From an optimization exercise on the open Yosys and OpenROAD flow, aimed at small area, a short achievable clock period and few clock cycles; shortcuts taken in it are not production practice. At most, simulation tests tie the RTL to the original design; equivalence was not proved. Power figures rest on the tool's default switching activity, not on a simulated workload.

==> trial 81 <==
## matrix_saddle_point_count
module matrix_saddle_point_count #(
  parameter int MAX_ROWS = 8,
  parameter int MAX_COLS = 8
) (
  input  logic                              clk_i,
  input  logic                              rst_ni,
  input  logic                              elem_valid_i,
  output logic                              elem_ready_o,
  input  logic signed [msp_pkg::DATA_W-1:0] elem_value_i,
  output logic                              count_valid_o,
  input  logic                              count_ready_i,
  output logic [msp_pkg::COUNT_W-1:0]       count_o,
  input  logic                              cfg_we_i,
  input  logic [msp_pkg::CFG_IDX_W-1:0]     cfg_idx_i,
  input  logic [msp_pkg::CFG_W-1:0]         cfg_data_i
);
==> module msp_ctrl, before the edit <==
module msp_ctrl (
  input  logic                         clk_i,
  input  logic                         rst_ni,
  input  logic                         in_valid_i,
  output logic                         in_ready_o,
  input  logic                         cfg_we_i,
  input  logic [msp_pkg::CFG_IDX_W-1:0] cfg_idx_i,
  input  logic [msp_pkg::CFG_W-1:0]    cfg_data_i,
  input  logic                         last_a_i,
  input  logic                         cnt_valid_d_i,
  output logic                         take_o,
  output logic                         first_row_o,
  output logic                         first_col_o,
  output logic                         last_col_o,
  output logic                         last_o,
  output logic                         one_col_o,
  output logic [msp_pkg::MAX_DIM-1:0]  col_oh_o
);
  localparam int IW = msp_pkg::IDX_W;
  logic [IW-1:0] rm1_q, cm1_q, rm1_d, cm1_d;    
  logic [IW-1:0] row_q, col_q, row_d, col_d;    
  logic          ready_q;
  logic          last_pos_d;
  logic [msp_pkg::CFG_W-1:0] cfg_m1;
  logic [IW-1:0]             cfg_eff_m1;
  assign cfg_m1 = cfg_data_i - 5'd1;
  always_comb begin
    if (cfg_data_i == 5'd0)      cfg_eff_m1 = 3'd0;
    else if (cfg_data_i > 5'd8)  cfg_eff_m1 = 3'd7;
    else                         cfg_eff_m1 = cfg_m1[IW-1:0];
  end
  assign take_o      = in_valid_i && ready_q;
  assign first_row_o = (row_q == '0);
  assign first_col_o = (col_q == '0);
  assign last_col_o  = (col_q == cm1_q);
  assign last_o      = last_col_o && (row_q == rm1_q);
  assign one_col_o   = (cm1_q == '0);
  always_comb begin
    col_oh_o = '0;
    col_oh_o[col_q] = 1'b1;
  end
  logic lp_cur, lp_next, lp_cfg, cfg_small, busy, stall_q, stall_d;
  assign lp_cur    = last_o;
  assign cfg_small = (cfg_data_i[4:1] == 4'd0);
  always_comb begin
    if (last_o)          lp_next = (rm1_q == 3'd0) && (cm1_q == 3'd0);
    else if (last_col_o) lp_next = (row_q + 3'd1 == rm1_q) && (cm1_q == 3'd0);
    else                 lp_next = (row_q == rm1_q) && (col_q + 3'd1 == cm1_q);
  end
  assign lp_cfg = cfg_small && ((cfg_idx_i == 1'b0) ? (cm1_q == 3'd0) : (rm1_q == 3'd0));
  always_comb begin
    rm1_d = rm1_q;
    cm1_d = cm1_q;
    row_d = row_q;
    col_d = col_q;
    if (cfg_we_i) begin
      if (cfg_idx_i == 1'b0) rm1_d = cfg_eff_m1;
      else                   cm1_d = cfg_eff_m1;
      row_d = '0;
      col_d = '0;
    end else if (take_o) begin
      if (last_col_o) begin
        col_d = '0;
        row_d = (row_q == rm1_q) ? '0 : row_q + 3'd1;
      end else begin
        col_d = col_q + 3'd1;
      end
    end
    last_pos_d = cfg_we_i ? lp_cfg : (take_o ? lp_next : lp_cur);
    busy    = cnt_valid_d_i || (take_o && last_o) || last_a_i;
    stall_d = last_pos_d && busy;
  end
  always_ff @(posedge clk_i or negedge rst_ni) begin
    if (!rst_ni) begin
      rm1_q   <= 3'd3;
      cm1_q   <= 3'd3;
      row_q   <= '0;
      col_q   <= '0;
      stall_q <= 1'b0;
    end else begin
      rm1_q   <= rm1_d;
      cm1_q   <= cm1_d;
      row_q   <= row_d;
      col_q   <= col_d;
      stall_q <= stall_d;
    end
  end
  assign ready_q    = !stall_q;
  assign in_ready_o = ready_q;
endmodule
clock: 8.0 ns
lec_check: 0
cap_margin: 20
core_margin: 2
core_utilization: 35
place_density: 0.5
setup_slack_margin: 5
slew_margin: 20
synth_memory_max_bits: 16384
run.sh (not shown) runs the stock make flow with config.mk's settings and CLKGATE_MAP_FILE= SYNTH_SCRIPT=/design/flow/synth_recipe.tcl, a recipe that flattens the netlist after the stock synthesis.
==> trial 42: changes against trial 81 <==
==> flow/design.v (replaced) <==
package msp_pkg;
  localparam int DATA_W    = 32;
  localparam int CFG_W     = 5;
  localparam int CFG_IDX_W = 1;
  localparam int COUNT_W   = 10;
  localparam int MAX_DIM   = 8;
  localparam int IDX_W     = 3;
endpackage
module msp_ctrl (
  input  logic                         clk_i,
  input  logic                         rst_ni,
  input  logic                         in_valid_i,
  output logic                         in_ready_o,
  input  logic                         cfg_we_i,
  input  logic [msp_pkg::CFG_IDX_W-1:0] cfg_idx_i,
  input  logic [msp_pkg::CFG_W-1:0]    cfg_data_i,
  input  logic                         last_a_i,
  input  logic                         cnt_valid_d_i,
  output logic                         take_o,
  output logic                         first_row_o,
  output logic                         first_col_o,
  output logic                         last_col_o,
  output logic                         last_o,
  output logic [msp_pkg::MAX_DIM-1:0]  col_oh_o
);
  localparam int IW = msp_pkg::IDX_W;
  logic [IW-1:0] rm1_q, cm1_q, rm1_d, cm1_d;    
  logic [IW-1:0] row_q, col_q, row_d, col_d;    
  logic          ready_q;    
  logic          last_pos_d;
  logic [msp_pkg::CFG_W-1:0] cfg_m1;
  logic [IW-1:0]             cfg_eff_m1;
  assign cfg_m1 = cfg_data_i - 5'd1;
  always_comb begin
    if (cfg_data_i == 5'd0)      cfg_eff_m1 = 3'd0;
    else if (cfg_data_i > 5'd8)  cfg_eff_m1 = 3'd7;
    else                         cfg_eff_m1 = cfg_m1[IW-1:0];
  end
  assign take_o      = in_valid_i && ready_q;
  assign first_row_o = (row_q == '0);
  assign first_col_o = (col_q == '0);
  assign last_col_o  = (col_q == cm1_q);
  assign last_o      = last_col_o && (row_q == rm1_q);
  logic one_col;
  assign one_col     = (cm1_q == 3'd0);
  always_comb begin
    col_oh_o = '0;
    col_oh_o[col_q] = 1'b1;
  end
  logic lp_cur, lp_next, lp_cfg, cfg_small, busy, stall_d;
  assign lp_cur    = last_o;
  assign cfg_small = (cfg_data_i[4:1] == 4'd0);
  always_comb begin
    if (last_o)          lp_next = (rm1_q == 3'd0) && (cm1_q == 3'd0);
    else if (last_col_o) lp_next = (row_q + 3'd1 == rm1_q) && (cm1_q == 3'd0);
    else                 lp_next = (row_q == rm1_q) && (col_q + 3'd1 == cm1_q);
  end
  assign lp_cfg = cfg_small && ((cfg_idx_i == 1'b0) ? (cm1_q == 3'd0) : (rm1_q == 3'd0));
  always_comb begin
    rm1_d = rm1_q;
    cm1_d = cm1_q;
    row_d = row_q;
    col_d = col_q;
    if (cfg_we_i) begin
      if (cfg_idx_i == 1'b0) rm1_d = cfg_eff_m1;
      else                   cm1_d = cfg_eff_m1;
      row_d = '0;
      col_d = '0;
    end else if (take_o) begin
      if (last_col_o) begin
        col_d = '0;
        row_d = (row_q == rm1_q) ? '0 : row_q + 3'd1;
      end else begin
        col_d = col_q + 3'd1;
      end
    end
    last_pos_d = cfg_we_i ? lp_cfg : (take_o ? lp_next : lp_cur);
    busy    = cnt_valid_d_i || (take_o && last_o) || last_a_i;
    stall_d = (last_pos_d && busy) || (take_o && one_col && !cfg_we_i);
  end
  always_ff @(posedge clk_i or negedge rst_ni) begin
    if (!rst_ni) begin
      rm1_q   <= 3'd3;
      cm1_q   <= 3'd3;
      row_q   <= '0;
      col_q   <= '0;
      ready_q <= 1'b0;
    end else begin
      rm1_q   <= rm1_d;
      cm1_q   <= cm1_d;
      row_q   <= row_d;
      col_q   <= col_d;
      ready_q <= !stall_d;
    end
  end
  assign in_ready_o = ready_q;
endmodule
module msp_cmp #(
  parameter int W = 32
) (
  input  logic [W-1:0] a_i,
  input  logic [W-1:0] b_i,
  output logic         gt_o,
  output logic         eq_o
);
  logic [W-1:0] g, e;
  always_comb begin
    g = a_i & ~b_i;
    e = ~(a_i ^ b_i);
    g[W-1] = ~a_i[W-1] & b_i[W-1];
    for (int n = W / 2; n >= 1; n = n / 2) begin
      for (int k = 0; k < n; k++) begin
        g[k] = g[2*k+1] | (e[2*k+1] & g[2*k]);
        e[k] = e[2*k+1] & e[2*k];
      end
    end
  end
  assign gt_o = g[0];
  assign eq_o = e[0];
endmodule
module msp_datapath (
  input  logic                               clk_i,
  input  logic                               rst_ni,
  input  logic [msp_pkg::DATA_W-1:0]         elem_value_i,
  input  logic                               take_i,
  input  logic                               first_row_i,
  input  logic                               first_col_i,
  input  logic                               last_col_i,
  input  logic                               last_i,
  input  logic [msp_pkg::MAX_DIM-1:0]        col_oh_i,
  input  logic                               cnt_ready_i,
  output logic                               cnt_valid_o,
  output logic                               cnt_valid_d_o,
  output logic                               last_a_o,
  output logic [msp_pkg::COUNT_W-1:0]        count_o
);
  localparam int DW = msp_pkg::DATA_W;
  localparam int N  = msp_pkg::MAX_DIM;
  localparam int IW = msp_pkg::IDX_W;
  logic          va_q;
  logic [DW-1:0] xa_q;
  logic          a_first_row_q, a_first_col_q, a_last_col_q, a_last_q;
  logic [N-1:0]  a_col_q;
  logic [IW-1:0] a_col_bin;
  always_ff @(posedge clk_i or negedge rst_ni) begin
    if (!rst_ni) va_q <= 1'b0;
    else         va_q <= take_i;
  end
  always_ff @(posedge clk_i) begin
    xa_q          <= elem_value_i;
    a_first_row_q <= first_row_i;
    a_first_col_q <= first_col_i;
    a_last_col_q  <= last_col_i;
    a_last_q      <= last_i;
    a_col_q       <= col_oh_i;
  end
  always_comb begin
    a_col_bin = '0;
    for (int j = 0; j < N; j++) begin
      if (a_col_q[j]) a_col_bin = IW'(j);
    end
  end
  logic [DW-1:0] cmin_q [N];
  logic [DW-1:0] cmax_q [N];
  logic [N-1:0]  ka_q, kb_q;           
  logic [DW-1:0] rmax_q, rmin_q;       
  logic [IW-1:0] jmax_q, jmin_q;       
  logic          umax_q, umin_q;       
  logic          nmax_q, nmin_q;       
  logic [DW-1:0] cmin_rd, cmax_rd;
  always_comb begin
    cmin_rd = '0;
    cmax_rd = '0;
    for (int j = 0; j < N; j++) begin
      cmin_rd |= cmin_q[j] & {DW{a_col_q[j]}};
      cmax_rd |= cmax_q[j] & {DW{a_col_q[j]}};
    end
  end
  logic gt_rmax, eq_rmax, lt_rmin, eq_rmin;
  logic lt_cmin, eq_cmin, gt_cmax, eq_cmax;
  msp_cmp #(.W(DW)) u_cmp_rmax (.a_i(xa_q),    .b_i(rmax_q),  .gt_o(gt_rmax), .eq_o(eq_rmax));
  msp_cmp #(.W(DW)) u_cmp_rmin (.a_i(rmin_q),  .b_i(xa_q),    .gt_o(lt_rmin), .eq_o(eq_rmin));
  msp_cmp #(.W(DW)) u_cmp_cmin (.a_i(cmin_rd), .b_i(xa_q),    .gt_o(lt_cmin), .eq_o(eq_cmin));
  msp_cmp #(.W(DW)) u_cmp_cmax (.a_i(xa_q),    .b_i(cmax_rd), .gt_o(gt_cmax), .eq_o(eq_cmax));
  logic a_new_rmax, a_new_rmin;
  assign a_new_rmax = a_first_col_q || gt_rmax;
  assign a_new_rmin = a_first_col_q || lt_rmin;
  always_ff @(posedge clk_i) begin
    if (va_q) begin
      if (a_new_rmax) begin
        rmax_q <= xa_q;
        jmax_q <= a_col_bin;
      end
      if (a_new_rmin) begin
        rmin_q <= xa_q;
        jmin_q <= a_col_bin;
      end
      umax_q <= a_new_rmax || (!eq_rmax && umax_q);
      umin_q <= a_new_rmin || (!eq_rmin && umin_q);
    end
  end
  logic          vb_q;
  logic [DW-1:0] xb_q;
  logic          b_first_row_q, b_first_col_q, b_last_col_q, b_last_q;
  logic [IW-1:0] b_col_q;
  logic          b_new_rmax_q, b_new_rmin_q;
  logic          b_lt_cmin_q, b_eq_cmin_q, b_gt_cmax_q, b_eq_cmax_q;
  always_ff @(posedge clk_i or negedge rst_ni) begin
    if (!rst_ni) vb_q <= 1'b0;
    else         vb_q <= va_q;
  end
  always_ff @(posedge clk_i) begin
    xb_q          <= xa_q;
    b_first_row_q <= a_first_row_q;
    b_first_col_q <= a_first_col_q;
    b_last_col_q  <= a_last_col_q;
    b_last_q      <= a_last_q;
    b_col_q       <= a_col_bin;
    b_new_rmax_q  <= a_new_rmax;
    b_new_rmin_q  <= a_new_rmin;
    b_lt_cmin_q   <= lt_cmin;
    b_eq_cmin_q   <= eq_cmin;
    b_gt_cmax_q   <= gt_cmax;
    b_eq_cmax_q   <= eq_cmax;
  end
  logic          new_cmin, new_cmax, nmax_f, nmin_f;
  logic [N-1:0]  ka_d, kb_d;
  logic          cnt_a, cnt_b;
  assign new_cmin = b_first_row_q || b_lt_cmin_q;
  assign new_cmax = b_first_row_q || b_gt_cmax_q;
  assign nmax_f   = b_new_rmax_q ? new_cmin : nmax_q;
  assign nmin_f   = b_new_rmin_q ? new_cmax : nmin_q;
  always_comb begin
    ka_d = ka_q;
    kb_d = kb_q;
    if (vb_q) begin
      if (b_first_row_q && b_first_col_q) begin
        ka_d = '0;
        kb_d = '0;
      end
      if (new_cmin || b_eq_cmin_q) ka_d[b_col_q] = 1'b0;
      if (new_cmax || b_eq_cmax_q) kb_d[b_col_q] = 1'b0;
      if (b_last_col_q) begin
        if (umax_q && nmax_f) ka_d[jmax_q] = 1'b1;
        if (umin_q && nmin_f) kb_d[jmin_q] = 1'b1;
      end
    end
  end
  assign cnt_a = |ka_d;
  assign cnt_b = |kb_d;
  always_ff @(posedge clk_i) begin
    if (vb_q) begin
      nmax_q <= nmax_f;
      nmin_q <= nmin_f;
      for (int j = 0; j < N; j++) begin
        if (b_col_q == IW'(j)) begin
          if (new_cmin) cmin_q[j] <= xb_q;
          if (new_cmax) cmax_q[j] <= xb_q;
        end
      end
    end
    ka_q <= ka_d;
    kb_q <= kb_d;
  end
  logic       cv_q, cv_d;
  logic [1:0] cnt_q;
  assign cv_d = (vb_q && b_last_q) || (cv_q && !cnt_ready_i);
  always_ff @(posedge clk_i or negedge rst_ni) begin
    if (!rst_ni) cv_q <= 1'b0;
    else         cv_q <= cv_d;
  end
  always_ff @(posedge clk_i) begin
    if (vb_q && b_last_q) cnt_q <= {cnt_a && cnt_b, cnt_a ^ cnt_b};
  end
  assign cnt_valid_o   = cv_q;
  assign cnt_valid_d_o = cv_d;
  assign last_a_o      = va_q && a_last_q;
  assign count_o       = {{(msp_pkg::COUNT_W - 2){1'b0}}, cnt_q};
endmodule
module matrix_saddle_point_count #(
  parameter int MAX_ROWS = 8,
  parameter int MAX_COLS = 8
) (
  input  logic                              clk_i,
  input  logic                              rst_ni,
  input  logic                              elem_valid_i,
  output logic                              elem_ready_o,
  input  logic signed [msp_pkg::DATA_W-1:0] elem_value_i,
  output logic                              count_valid_o,
  input  logic                              count_ready_i,
  output logic [msp_pkg::COUNT_W-1:0]       count_o,
  input  logic                              cfg_we_i,
  input  logic [msp_pkg::CFG_IDX_W-1:0]     cfg_idx_i,
  input  logic [msp_pkg::CFG_W-1:0]         cfg_data_i
);
  logic                       take, first_row, first_col, last_col, last;
  logic [msp_pkg::MAX_DIM-1:0] col_oh;
  logic                       last_a, cnt_valid_d;
  msp_ctrl u_ctrl (
    .clk_i         (clk_i),
    .rst_ni        (rst_ni),
    .in_valid_i    (elem_valid_i),
    .in_ready_o    (elem_ready_o),
    .cfg_we_i      (cfg_we_i),
    .cfg_idx_i     (cfg_idx_i),
    .cfg_data_i    (cfg_data_i),
    .last_a_i      (last_a),
    .cnt_valid_d_i (cnt_valid_d),
    .take_o        (take),
    .first_row_o   (first_row),
    .first_col_o   (first_col),
    .last_col_o    (last_col),
    .last_o        (last),
    .col_oh_o      (col_oh)
  );
  msp_datapath u_datapath (
    .clk_i         (clk_i),
    .rst_ni        (rst_ni),
    .elem_value_i  (elem_value_i),
    .take_i        (take),
    .first_row_i   (first_row),
    .first_col_i   (first_col),
    .last_col_i    (last_col),
    .last_i        (last),
    .col_oh_i      (col_oh),
    .cnt_ready_i   (count_ready_i),
    .cnt_valid_o   (count_valid_o),
    .cnt_valid_d_o (cnt_valid_d),
    .last_a_o      (last_a),
    .count_o       (count_o)
  );
endmodule
==> flow/flow/run.sh (new file) <==
#!/bin/bash
set -euo pipefail
sed -e 's/SETUP_SLACK_MARGIN=[0-9.]*/SETUP_SLACK_MARGIN=5.3/' standard.sh > standard_tight.sh
bash standard_tight.sh > standard.log 2>&1
==> flow/standard.sh (new file) <==
#!/bin/bash
# synth_recipe.tcl (not shown) runs the flow's synth.tcl, then flattens the netlist and writes it again
# the make line also repeats each setting of config.mk as NAME=value (left out here)
make -C /OpenROAD-flow-scripts/flow DESIGN_CONFIG=/design/flow/config.mk WORK_HOME=/design/flow/orfs CLKGATE_MAP_FILE= SYNTH_SCRIPT=/design/flow/synth_recipe.tcl "${@:-finish}"
Settings changed: CTS_CLUSTER_DIAMETER from default to 80, CTS_CLUSTER_SIZE from default to 30.
removed: flow/run.sh
==> build 8: changes against trial 81 <==
--- a/flow/design.v
+++ b/flow/design.v
@@ -22,17 +22,17 @@
   output logic                         last_col_o,
   output logic                         last_o,
   output logic                         one_col_o,
   output logic [msp_pkg::MAX_DIM-1:0]  col_oh_o
 );
   localparam int IW = msp_pkg::IDX_W;
   logic [IW-1:0] rm1_q, cm1_q, rm1_d, cm1_d;    
   logic [IW-1:0] row_q, col_q, row_d, col_d;    
-  logic          ready_q;
+  logic          ready_q;    
   logic          last_pos_d;
   logic [msp_pkg::CFG_W-1:0] cfg_m1;
   logic [IW-1:0]             cfg_eff_m1;
   assign cfg_m1 = cfg_data_i - 5'd1;
   always_comb begin
     if (cfg_data_i == 5'd0)      cfg_eff_m1 = 3'd0;
     else if (cfg_data_i > 5'd8)  cfg_eff_m1 = 3'd7;
     else                         cfg_eff_m1 = cfg_m1[IW-1:0];
@@ -42,17 +42,17 @@
   assign first_col_o = (col_q == '0);
   assign last_col_o  = (col_q == cm1_q);
   assign last_o      = last_col_o && (row_q == rm1_q);
   assign one_col_o   = (cm1_q == '0);
   always_comb begin
     col_oh_o = '0;
     col_oh_o[col_q] = 1'b1;
   end
-  logic lp_cur, lp_next, lp_cfg, cfg_small, busy, stall_q, stall_d;
+  logic lp_cur, lp_next, lp_cfg, cfg_small, busy, stall_d;
   assign lp_cur    = last_o;
   assign cfg_small = (cfg_data_i[4:1] == 4'd0);
   always_comb begin
     if (last_o)          lp_next = (rm1_q == 3'd0) && (cm1_q == 3'd0);
     else if (last_col_o) lp_next = (row_q + 3'd1 == rm1_q) && (cm1_q == 3'd0);
     else                 lp_next = (row_q == rm1_q) && (col_q + 3'd1 == cm1_q);
   end
   assign lp_cfg = cfg_small && ((cfg_idx_i == 1'b0) ? (cm1_q == 3'd0) : (rm1_q == 3'd0));
@@ -79,26 +79,25 @@
     stall_d = last_pos_d && busy;
   end
   always_ff @(posedge clk_i or negedge rst_ni) begin
     if (!rst_ni) begin
       rm1_q   <= 3'd3;
       cm1_q   <= 3'd3;
       row_q   <= '0;
       col_q   <= '0;
-      stall_q <= 1'b0;
+      ready_q <= 1'b0;
     end else begin
       rm1_q   <= rm1_d;
       cm1_q   <= cm1_d;
       row_q   <= row_d;
       col_q   <= col_d;
-      stall_q <= stall_d;
+      ready_q <= !stall_d;
     end
   end
-  assign ready_q    = !stall_q;
   assign in_ready_o = ready_q;
 endmodule
 module msp_cmp #(
   parameter int W = 32
 ) (
   input  logic [W-1:0] a_i,
   input  logic [W-1:0] b_i,
   output logic         gt_o,
==> flow/flow/run.sh (new file) <==
#!/bin/bash
set -euo pipefail
sed -e 's/SETUP_SLACK_MARGIN=[0-9.]*/SETUP_SLACK_MARGIN=5.3/' standard.sh > standard_tight.sh
bash standard_tight.sh > standard.log 2>&1
==> flow/standard.sh (new file) <==
#!/bin/bash
# synth_recipe.tcl (not shown) runs the flow's synth.tcl, then flattens the netlist and writes it again
# the make line also repeats each setting of config.mk as NAME=value (left out here)
make -C /OpenROAD-flow-scripts/flow DESIGN_CONFIG=/design/flow/config.mk WORK_HOME=/design/flow/orfs CLKGATE_MAP_FILE= SYNTH_SCRIPT=/design/flow/synth_recipe.tcl "${@:-finish}"
Settings changed: CORE_UTILIZATION 35 to 55, CTS_CLUSTER_DIAMETER from default to 80, CTS_CLUSTER_SIZE from default to 30, PLACE_DENSITY 0.5 to 0.65.
removed: flow/run.sh
==> flow_summary.yaml <==
sta:
  fmax_mhz: 360
  whs_ps: 370
  worst_slack_ps: 5220
pwr:
  clkPwrFrac: 0.266
  p_sw_w: 0.00197
finish:
  fin_cells: 2724
  multi_input_area_share: 0.250
  area_growth_pct: 14.1
  fill_cells: 3804
yosys:
  synthTopCellsByCount: "edfxtp_1, a22oi_1, ha_1"
  synth_compound_area_frac: 0.113
grt:
  antenna_found_initial: 3
  grtUsageMet2: 0.467
  grt_max_degree: 40
critical_path:
  crit_slowest_cell: "nor3_1"
  cp.depth: 7
status:
  status: "finished clean"
placement:
  post-place-ws_ps: 3890
  gp_congestion: 0.905
  placed_cell_area_mm2: 0.0300
[end of results for build 8]
==> flow_summary.yaml <==
finish:
  fill_cells: 7069
  fin_cells: 2905
  area_growth_pct: 14.3
critical_path:
  cp.depth: 1
  crit_family: "flip-flops"
grt:
  grt_max_degree: 37
  antenna_found_initial: 3
  grtUsageMet2: 0.304
pwr:
  clkPwrFrac: 0.295
placement:
  post-place-ws_ps: 4510
sta:
  fmax_mhz: 371
  whs_ps: 335
yosys:
  synth_compound_area_frac: 0.111
status:
  status: "finished clean"
[end of results for trial 42]
==> flow_summary.yaml <==
pwr:
  clkPwrFrac: 0.407
finish:
  multi_input_area_share: 0.234
placement:
  placed_cell_area_mm2: 0.0306
  gp_congestion: 0.850
status:
  status: "finished clean"
grt:
  antenna_found_initial: 2
  grt_max_degree: 46
sta:
  fmax_mhz: 338
yosys:
  synth_compound_area_frac: 0.116
  synthTopCellsByCount: "edfxtp_1, a22oi_1, ha_1"
[end of results for trial 81]
Testbench counts of trial 42, summed over its fixed seeds: cycles 3,948.
Testbench counts of build 8, summed over its fixed seeds: cycles 3,948.
For trial 81, only the layout was checked, not whether the RTL still works.

## afterwards: timing with drivers on the ports
The results above use ideal ports. As a check the final layouts listed here were re-extracted and re-timed, cells and wires unchanged. Step 1, drivers: a clkbuf_16 drives clk_i and a buf_2 each remaining input, both assumed. Step 2 moves the port delays by t, midway between the first and last clock arrival at a register: inputs arrive t later, outputs are due t later. That takes back most of the time a late clock gives input paths. a / b / c = no drivers / after step 1 / after step 2; a / b = the first two.
run	t, ns	setup slack, ns	worst register clock-pin slew, ns
trial 81	0.680	5.039 / 5.027 / 4.473	0.06 / 0.06
trial 42	0.637	5.302 / 5.244 / 4.798	0.11 / 0.11
build 8	0.696	5.222 / 5.166 / 4.773	0.12 / 0.12
After both steps every run listed still meets setup and hold. The setup slack of trial 81, which loses most, moves by -0.012 ns with the drivers and by -0.566 ns with both steps.
